This is an optimization exercise on Yosys and OpenROAD, whose aim is small area and few clock cycles per item, not a production implementation. The RTL was checked by simulation tests, not by an equivalence proof against the original design.

Setup of job 5400:
Design sine_oscillator_sample_generator, start of the top module:
module sine_oscillator_sample_generator #(
    parameter int unsigned PHASE_BITS      = sosg_pkg::PHASE_BITS_DEF,
    parameter int unsigned TABLE_ADDR_BITS = sosg_pkg::TABLE_ADDR_BITS_DEF,
    parameter int unsigned SAMPLE_BITS     = sosg_pkg::SAMPLE_BITS_DEF
) (
    input  logic                                clk,
    input  logic                                rst_n,
    input  logic                                s_tvalid,
    output logic                                s_tready,
    input  logic [sosg_pkg::IN_DATA_BITS-1:0]   s_tdata,   
    input  logic                                s_tlast,
    output logic                                m_tvalid,
    input  logic                                m_tready,
    output logic [((SAMPLE_BITS+7)/8)*8-1:0]    m_tdata,   
    output logic                                m_tlast,
    input  logic                                psel,
    input  logic                                penable,
    input  logic                                pwrite,
    input  logic [sosg_pkg::APB_ADDR_BITS-1:0]  paddr,
    input  logic [sosg_pkg::APB_DATA_BITS-1:0]  pwdata,
    output logic [sosg_pkg::APB_DATA_BITS-1:0]  prdata,
    output logic                                pready
);
Size: ~2400 cells after synthesis, roughly 120 flip-flops, about 100 I/O pins.
clock: 7.5 ns
lec_check: 0
abc_area: 1
cap_margin: 20
core_margin: 2
core_utilization: 40
cts_buf_list: sky130_fd_sc_hd__clkbuf_4 sky130_fd_sc_hd__clkbuf_8
gpl_timing_driven: 0
slew_margin: 20
synth_hierarchical: 1
synth_memory_max_bits: 65536
synth_minimum_keep_size: 0
standard.sh (not shown) runs the stock make flow with config.mk's settings and CLKGATE_MAP_FILE= SYNTH_SCRIPT=/design/flow/synth_recipe.tcl, a recipe that flattens the netlist after the stock synthesis.
==> flow/flow/run.sh <==
#!/bin/bash
set -euo pipefail
export REMOVE_ABC_BUFFERS=1
export BUFFER_PORTS_ARGS="-buffer_cell sky130_fd_sc_hd__buf_1"
export CTS_ARGS="-sink_clustering_enable -repair_clock_nets -buf_list {sky130_fd_sc_hd__clkbuf_4 sky130_fd_sc_hd__clkbuf_8} -sink_clustering_size 30 -sink_clustering_max_diameter 80 -dont_use_dummy_load"
bash standard.sh > standard.log 2>&1
Testbench counts of job 5400, summed over its fixed seeds: cycles 19,264, items 19,200.
diff inputs: job 5400 => job 500
-- flow/flow/run.sh --
<<< job 5400, line 2
set -euo pipefail
export REMOVE_ABC_BUFFERS=1
export BUFFER_PORTS_ARGS="-buffer_cell sky130_fd_sc_hd__buf_1"
>>> job 500, line 2
set -euo pipefail
export BUFFER_PORTS_ARGS="-buffer_cell sky130_fd_sc_hd__buf_1"
Findings:
Summary — max-slew headroom at the worst pin, job 500 relative to job 5400: lower, by 6.8 points. As of job 500, final estimated routing congestion in global placement had risen slightly compared to job 5400. In job 500, maximum clock skew at final layout is lower than in job 5400. Of job 500 and job 5400, the run reporting the lower worst hold margin was job 500. Number of buffers inserted by post-CTS setup repair (job 500 over job 5400): increase, 1. On job 500: utilization after layout is 0.45 points higher than what job 5400 gave. Diff job 5400 -> job 500: number of vias per cell after detailed routing now sits at about the same level, global-route usage now sits higher, via count of the first global-routing pass now sits higher.
### job 500 -> job 8408
# job 500
export LEC_CHECK = 0
export ABC_AREA = 1
export CAP_MARGIN = 20
export CORE_MARGIN = 2
export CORE_UTILIZATION = 40
export CTS_BUF_LIST = sky130_fd_sc_hd__clkbuf_4 sky130_fd_sc_hd__clkbuf_8
export GPL_TIMING_DRIVEN = 0
export SLEW_MARGIN = 20
export SYNTH_HIERARCHICAL = 1
export SYNTH_MEMORY_MAX_BITS = 65536
export SYNTH_MINIMUM_KEEP_SIZE = 0
create_clock -name core_clock -period 7.5 [get_ports {clk}]
# job 8408
export LEC_CHECK = 0
export ABC_AREA = 1
export CAP_MARGIN = 20
export CORE_MARGIN = 2
export CORE_UTILIZATION = 40
export CTS_BUF_LIST = sky130_fd_sc_hd__clkbuf_4 sky130_fd_sc_hd__clkbuf_8
export GPL_TIMING_DRIVEN = 0
export SETUP_SLACK_MARGIN = 0.2
export SLEW_MARGIN = 20
export SYNTH_HIERARCHICAL = 1
export SYNTH_MEMORY_MAX_BITS = 65536
export SYNTH_MINIMUM_KEEP_SIZE = 0
create_clock -name core_clock -period 7.5 [get_ports {clk}]
Findings:
- Job 8408 vs job 500 on maximum frequency: job 8408 is the higher one.
- On wire length, job 500 tracks job 8408 almost exactly.
- Re arrival time at the worst endpoint: job 500 and job 8408 aren't equal, and the lower value belongs to job 8408.
- Job 8408 vs. job 500: clock network contribution to total cell area neither gained nor lost much, fraction of area in registers neither gained nor lost much, core utilization neither gained nor lost much, slew at the pin closest to its max-slew limit lost 19 ps.
- In the metrics for job 500 and job 8408, the one carrying the higher delay contributed by the slowest stage of the critical path is job 500.

---

sine_oscillator_sample_generator, a different RTL version from the one above (not shown whole).
For scale: about 2300 cells after synthesis, roughly 120 flip-flops, roughly 100 I/O pins, about 17000 sq um of cells after synthesis.
==> flow/config.mk <==
export PLATFORM = sky130hd
export DESIGN_NAME = sine_oscillator_sample_generator
export DESIGN_NICKNAME = sine_oscillator_sample_generator
export VERILOG_FILES = /design/flow/design.v
export SDC_FILE = /design/flow/constraint.sdc
export NUM_CORES = 4
export LEC_CHECK = 0
export ABC_AREA = 1
export CAP_MARGIN = 20
export CORE_MARGIN = 2
export CORE_UTILIZATION = 40
export CTS_BUF_LIST = sky130_fd_sc_hd__clkbuf_4 sky130_fd_sc_hd__clkbuf_8
export GPL_TIMING_DRIVEN = 0
export SLEW_MARGIN = 20
export SYNTH_HIERARCHICAL = 1
export SYNTH_MEMORY_MAX_BITS = 65536
export SYNTH_MINIMUM_KEEP_SIZE = 0
==> flow/constraint.sdc <==
create_clock -name core_clock -period 7.5 [get_ports {clk}]
set_input_delay 1.5000 -clock core_clock [delete_from_list [all_inputs] [get_ports {clk}]]
set_output_delay 1.5000 -clock core_clock [all_outputs]
set_load 0.01 [all_outputs]
==> flow/flow/run.sh <==
#!/bin/bash
set -euo pipefail
export BUFFER_PORTS_ARGS="-buffer_cell sky130_fd_sc_hd__buf_1"
export CTS_ARGS="-sink_clustering_enable -repair_clock_nets -buf_list {sky130_fd_sc_hd__clkbuf_4 sky130_fd_sc_hd__clkbuf_8} -sink_clustering_size 30 -sink_clustering_max_diameter 80 -dont_use_dummy_load"
bash standard.sh > standard.log 2>&1
The first run finished clean.
Testbench counts at the start, summed over its fixed seeds: cycles 19,264, items 19,200.
Edit:
==> flow/flow/run.sh (replaced) <==
#!/bin/bash
set -euo pipefail
export BUFFER_PORTS_ARGS="-buffer_cell sky130_fd_sc_hd__buf_1"
bash standard.sh > standard.log 2>&1
After rerunning: Critical path depth is unchanged. Clock skew fell by 0.010 ns. Non-clock buffer count stays the same. Routed wire length stays flat. Via count climbs by 0.63%. Setup slack improved by 0.079 ns. Area after synthesis stays the same. Sequential cell count does not change. Synthesized cell count stays the same. Die area is unchanged.

==> what the ideal ports hide <==
In the flow no input, the clock included, has a driving cell. The finished layouts below were timed again as built, in two steps. Step 1 sets driving cells, clkbuf_16 on the clock port and buf_2 on the other inputs (assumed; they add their load-dependent delay and slew). Step 2 times the ports against the registers' clock, not the clock port: input delays grow and output delays shrink by t, the midpoint of the rising clock arrivals with the driver on. Three values: ideal ports, drivers, drivers and shift; two values: the first two.
run | t, ns | setup slack, ns | clock arrival spread, ns | worst register clock-pin slew, ns | cell pins on the clock port's net
job 5400 | 0.499 | 0.440 / 0.440 / 0.440 | 0.038 / 0.038 | 0.09 / 0.09 | 1
job 500 | 0.533 | 0.403 / 0.403 / 0.403 | 0.032 / 0.032 | 0.09 / 0.09 | 1
job 8408 | 0.534 | 0.563 / 0.563 / 0.563 | 0.035 / 0.034 | 0.09 / 0.09 | 1
the first run of note 2 | 0.497 | 0.331 / 0.331 / 0.186 | 0.038 / 0.038 | 0.09 / 0.09 | 1
the second run of note 2 | 0.502 | 0.410 / 0.410 / 0.184 | 0.027 / 0.027 | 0.09 / 0.09 | 1
After both steps every run listed still meets setup and hold. The setup slack of the second run of note 2, which loses most, moves by 0.000 ns with the drivers and by -0.226 ns with both steps.
